Source: an optimization exercise on an open RTL-to-GDS flow (aim: small area, a short achievable clock period and few clock cycles per item). Production flows keep margins and buffers that such runs may drop. The RTL was checked by simulation tests, not by an equivalence proof against the original design. Power and IR drop assume default switching activity.

wip/raven:
## alu_exec_unit
module alu_exec_unit #(
    parameter  int WIDTH = 64,
    parameter  int DEPTH = 32,
    localparam int AW    = $clog2(DEPTH)
) (
    input  logic             i_clock,
    input  logic             i_reset_n,
    input  logic             i_cmd_valid,
    output logic             o_cmd_ready,
    input  logic [2:0]       i_cmd_op,
    input  logic [AW-1:0]    i_cmd_rs1,
    input  logic [AW-1:0]    i_cmd_rs2,
    input  logic [AW-1:0]    i_cmd_rd,
    input  logic             i_ld_valid,
    input  logic [AW-1:0]    i_ld_addr,
    input  logic [WIDTH-1:0] i_ld_data,
    output logic             o_rsp_valid,
    output logic [WIDTH-1:0] o_rsp_result,
    output logic             o_rsp_carry,
    output logic             o_rsp_overflow,
    output logic             o_rsp_zero,
    output logic             o_rsp_illegal
);
    localparam int LV = $clog2(WIDTH + 1);    
    logic [WIDTH-1:0]   r_regs [DEPTH];
    logic [DEPTH-1:1]   r_written;
    logic               r_d_v;
    logic [2:0]         r_d_op;
    logic [AW-1:0]      r_d_rd;
    logic [DEPTH-1:1]   r_d_sel_a;
    logic [DEPTH-1:1]   r_d_sel_b;
    logic               r_d_wbyp_a;    
    logic               r_d_wbyp_b;
    logic               r_d_fwd_a;     
    logic               r_d_fwd_b;
    logic               r_e_v;
    logic               r_e_we;
    logic [AW-1:0]      r_e_rd;
    logic [WIDTH-1:0]   r_e_a;
    logic [WIDTH-1:0]   r_e_p;
    logic               r_e_and;
    logic               r_e_or;
    logic               r_e_nor;
    logic               r_e_arith;
    logic               r_e_slt;
    logic               r_e_sub;
    logic               r_e_illegal;
    logic               r_w_v;
    logic [DEPTH-1:1]   r_wsel;
    logic [WIDTH-1:0]   r_wdata;
    logic [WIDTH-1:0]   r_result;
  ...
Size: ~12,000 cells after synthesis, about 110,000 um^2 of cells after synthesis.
export LEC_CHECK = 0
export ABC_AREA = 1
export CAP_MARGIN = 20
export CORE_MARGIN = 2
export CORE_UTILIZATION = 40
export CTS_CLUSTER_DIAMETER = 60
export CTS_CLUSTER_SIZE = 24
export GPL_ROUTABILITY_DRIVEN = 1
export GPL_TIMING_DRIVEN = 1
export PLACE_DENSITY = 0.5
export SETUP_SLACK_MARGIN = 2.5
export SLEW_MARGIN = 20
export TNS_END_PERCENT = 5
create_clock -name core_clock -period 5.0 [get_ports {i_clock}]
run.sh (not shown) runs the stock make flow with config.mk's settings and CLKGATE_MAP_FILE= SYNTH_SCRIPT=/design/flow/synth_recipe.tcl, a recipe that flattens the netlist after the stock synthesis.
Testbench counts of wip/raven, summed over its fixed seeds: cycles 11,232, commands 9,600.
The following lists how wip/violet was set up differently from wip/raven:
Settings: changing PLACE_DENSITY from 0.5 to 0.6.
[summary]
Summary of wip/violet over wip/raven: maximum number of pins on one net before global-route repair now sits higher; clock-buffer cell count moved down; wire length of the first global-routing pass -64,000 um.
For wip/xenon, these inputs were changed with respect to wip/violet:
Settings: changing TNS_END_PERCENT from 5 to 0; changing PLACE_DENSITY from 0.6 to 0.5.
Notes after the runs:
wip/xenon has cell area reported after detailed placement above what wip/violet had.
Looking at worst-case vdd ir drop across both flows, wip/xenon is the stronger of the two, with wip/violet trailing.
Re sequential cell count of the final layout: no difference whatsoever between wip/violet and wip/xenon.
The following lists how wip/garnet was set up differently from wip/xenon:
Settings: TNS_END_PERCENT: 0 -> 5.
==> flow/flow/run.sh (new file) <==
#!/bin/bash
set -euo pipefail
sed 's|"\${@:-finish}"|BUFFER_PORTS_ARGS="-buffer_cell sky130_fd_sc_hd__buf_4" "${@:-finish}"|' standard.sh > standard_buf.sh
grep -q 'BUFFER_PORTS_ARGS=' standard_buf.sh
bash standard_buf.sh > flow_make.log 2>&1
==> flow/standard.sh (new file) <==
#!/bin/bash
# synth_recipe.tcl (not shown) runs the flow's synth.tcl, then flattens the netlist and writes it again
# the make line also repeats each setting of config.mk as NAME=value (left out here)
make -C /OpenROAD-flow-scripts/flow DESIGN_CONFIG=/design/flow/config.mk WORK_HOME=/design/flow/orfs CLKGATE_MAP_FILE= SYNTH_SCRIPT=/design/flow/synth_recipe.tcl "${@:-finish}"
removed: flow/run.sh
==> run summary <==
Looking at quantity of gates resized following cts across wip/garnet and wip/xenon, the one that comes out higher is wip/xenon.
On synthesized-area fraction occupied by and/or/nand/nor cells, wip/garnet and wip/xenon are neck and neck.
Of wip/garnet and wip/xenon, the run reporting the lower global-route met3 utilization was wip/garnet.
wip/garnet vs wip/xenon: clock-buffer cell count up
For the critical path data arrival time, wip/garnet came in 50 ps higher than wip/xenon did.
In wip/garnet, global-route met2 utilization is higher than in wip/xenon.
Compared with wip/xenon, wip/garnet shows a higher final total power.
Higher global-route wire length before repair among wip/garnet and wip/xenon: wip/garnet
Relative to wip/xenon, the fraction of power consumed by the clock network of wip/garnet is lower by 0.6 points.
Total global-route track usage: wip/garnet > wip/xenon
Proportion of cell area occupied by registers delta for wip/garnet relative to wip/xenon: 0.63 points lower
Critical path launch point: r_d_sel_a[4] -> wip/garnet, r_d_sel_a[17] -> wip/xenon
Input-level comparison between wip/zinc and wip/garnet:
Settings: swapping 2.5 for 2.6 in SETUP_SLACK_MARGIN; swapping 60 for 50 in CTS_CLUSTER_DIAMETER; swapping 24 for 20 in CTS_CLUSTER_SIZE; swapping 5 for 100 in TNS_END_PERCENT.
==> flow/run.sh (new file) <==
#!/bin/bash
# synth_recipe.tcl (not shown) runs the flow's synth.tcl, then flattens the netlist and writes it again
# the make line also repeats each setting of config.mk as NAME=value (left out here)
make -C /OpenROAD-flow-scripts/flow DESIGN_CONFIG=/design/flow/config.mk WORK_HOME=/design/flow/orfs CLKGATE_MAP_FILE= SYNTH_SCRIPT=/design/flow/synth_recipe.tcl finish
removed: flow/flow/run.sh
removed: flow/standard.sh
[summary]
The final weighted congestion in routability-driven placement of wip/zinc falls short of that of wip/garnet by 2.7%. wip/garnet -> wip/zinc: synthesized area delta 0, exact match. First-iteration DRC count ends up higher on wip/zinc. Looking at worst setup slack for register-to-register paths across both flows, wip/zinc is the stronger of the two, with wip/garnet trailing. Multi-input gate area in the final layout is higher on wip/zinc. Overall fraction of global-route tracks in use | wip/zinc above wip/garnet. Wire length of the first global-routing pass, wip/zinc and wip/garnet, higher one = wip/zinc. Re amount of wire on met2 after detailed routing: wip/zinc and wip/garnet aren't equal, and the lower value belongs to wip/garnet.
What wip/harbor does differently from wip/zinc at the input level:
Settings: CTS_CLUSTER_SIZE now 24, was 20; TNS_END_PERCENT now 5, was 100; SETUP_SLACK_MARGIN now 2.35, was 2.6; CTS_CLUSTER_DIAMETER now 60, was 50.
### Flow results
- wip/harbor: no failed stages, no open violations at the end
- Summary: with wip/zinc as the reference, power density over the cells in wip/harbor moved down by a few percent.
- For count of non-CTS inverters in the layout, wip/zinc and wip/harbor come out practically identical.
- Going from wip/zinc to wip/harbor, slack of the critical path shrinks by 460 ps.

[separate check: timing with driven ports]
No port has a modelled driver above. Below, the same layouts with a new extraction and two added sets of constraints.
Step 1 assumes that a clkbuf_16 drives the clock port and a buf_2 every other input.
Step 2 also shifts input and output timing later by t, the mid clock arrival at the registers, as if the neighbouring blocks saw the same clock.
Slacks: ideal ports / drivers / drivers and shift; pairs: ideal ports / drivers.
| run | shift t [ns] | setup WS [ns] | hold WS [ns] | worst setup path at the end | slew at the worst register clock pin (ns) |
|---|---|---|---|---|---|
| wip/raven | 1.053 | 2.311 / 2.285 / 1.511 | 0.035 / -0.063 / 0.327 | input to register | 0.10 / 0.10 |
| wip/violet | 1.038 | 2.176 / 2.151 / 1.634 | 0.017 / -0.020 / 0.340 | input to register | 0.10 / 0.10 |
| wip/xenon | 1.046 | 2.216 / 2.216 / 1.486 | 0.041 / -0.050 / 0.327 | input to register | 0.10 / 0.10 |
| wip/garnet | 1.066 | 2.208 / 2.208 / 1.489 | 0.141 / 0.058 / 0.335 | input to register | 0.10 / 0.10 |
| wip/zinc | 1.055 | 2.383 / 2.383 / 1.698 | 0.040 / -0.060 / 0.325 | input to register | 0.08 / 0.08 |
| wip/harbor | 1.056 | 1.923 / 1.923 / 1.287 | 0.028 / -0.065 / 0.327 | input to register | 0.10 / 0.10 |
After both steps every run listed still meets setup and hold. For wip/raven, which loses most, drivers alone change the setup slack by -0.026 ns; drivers and shift together by -0.800 ns.
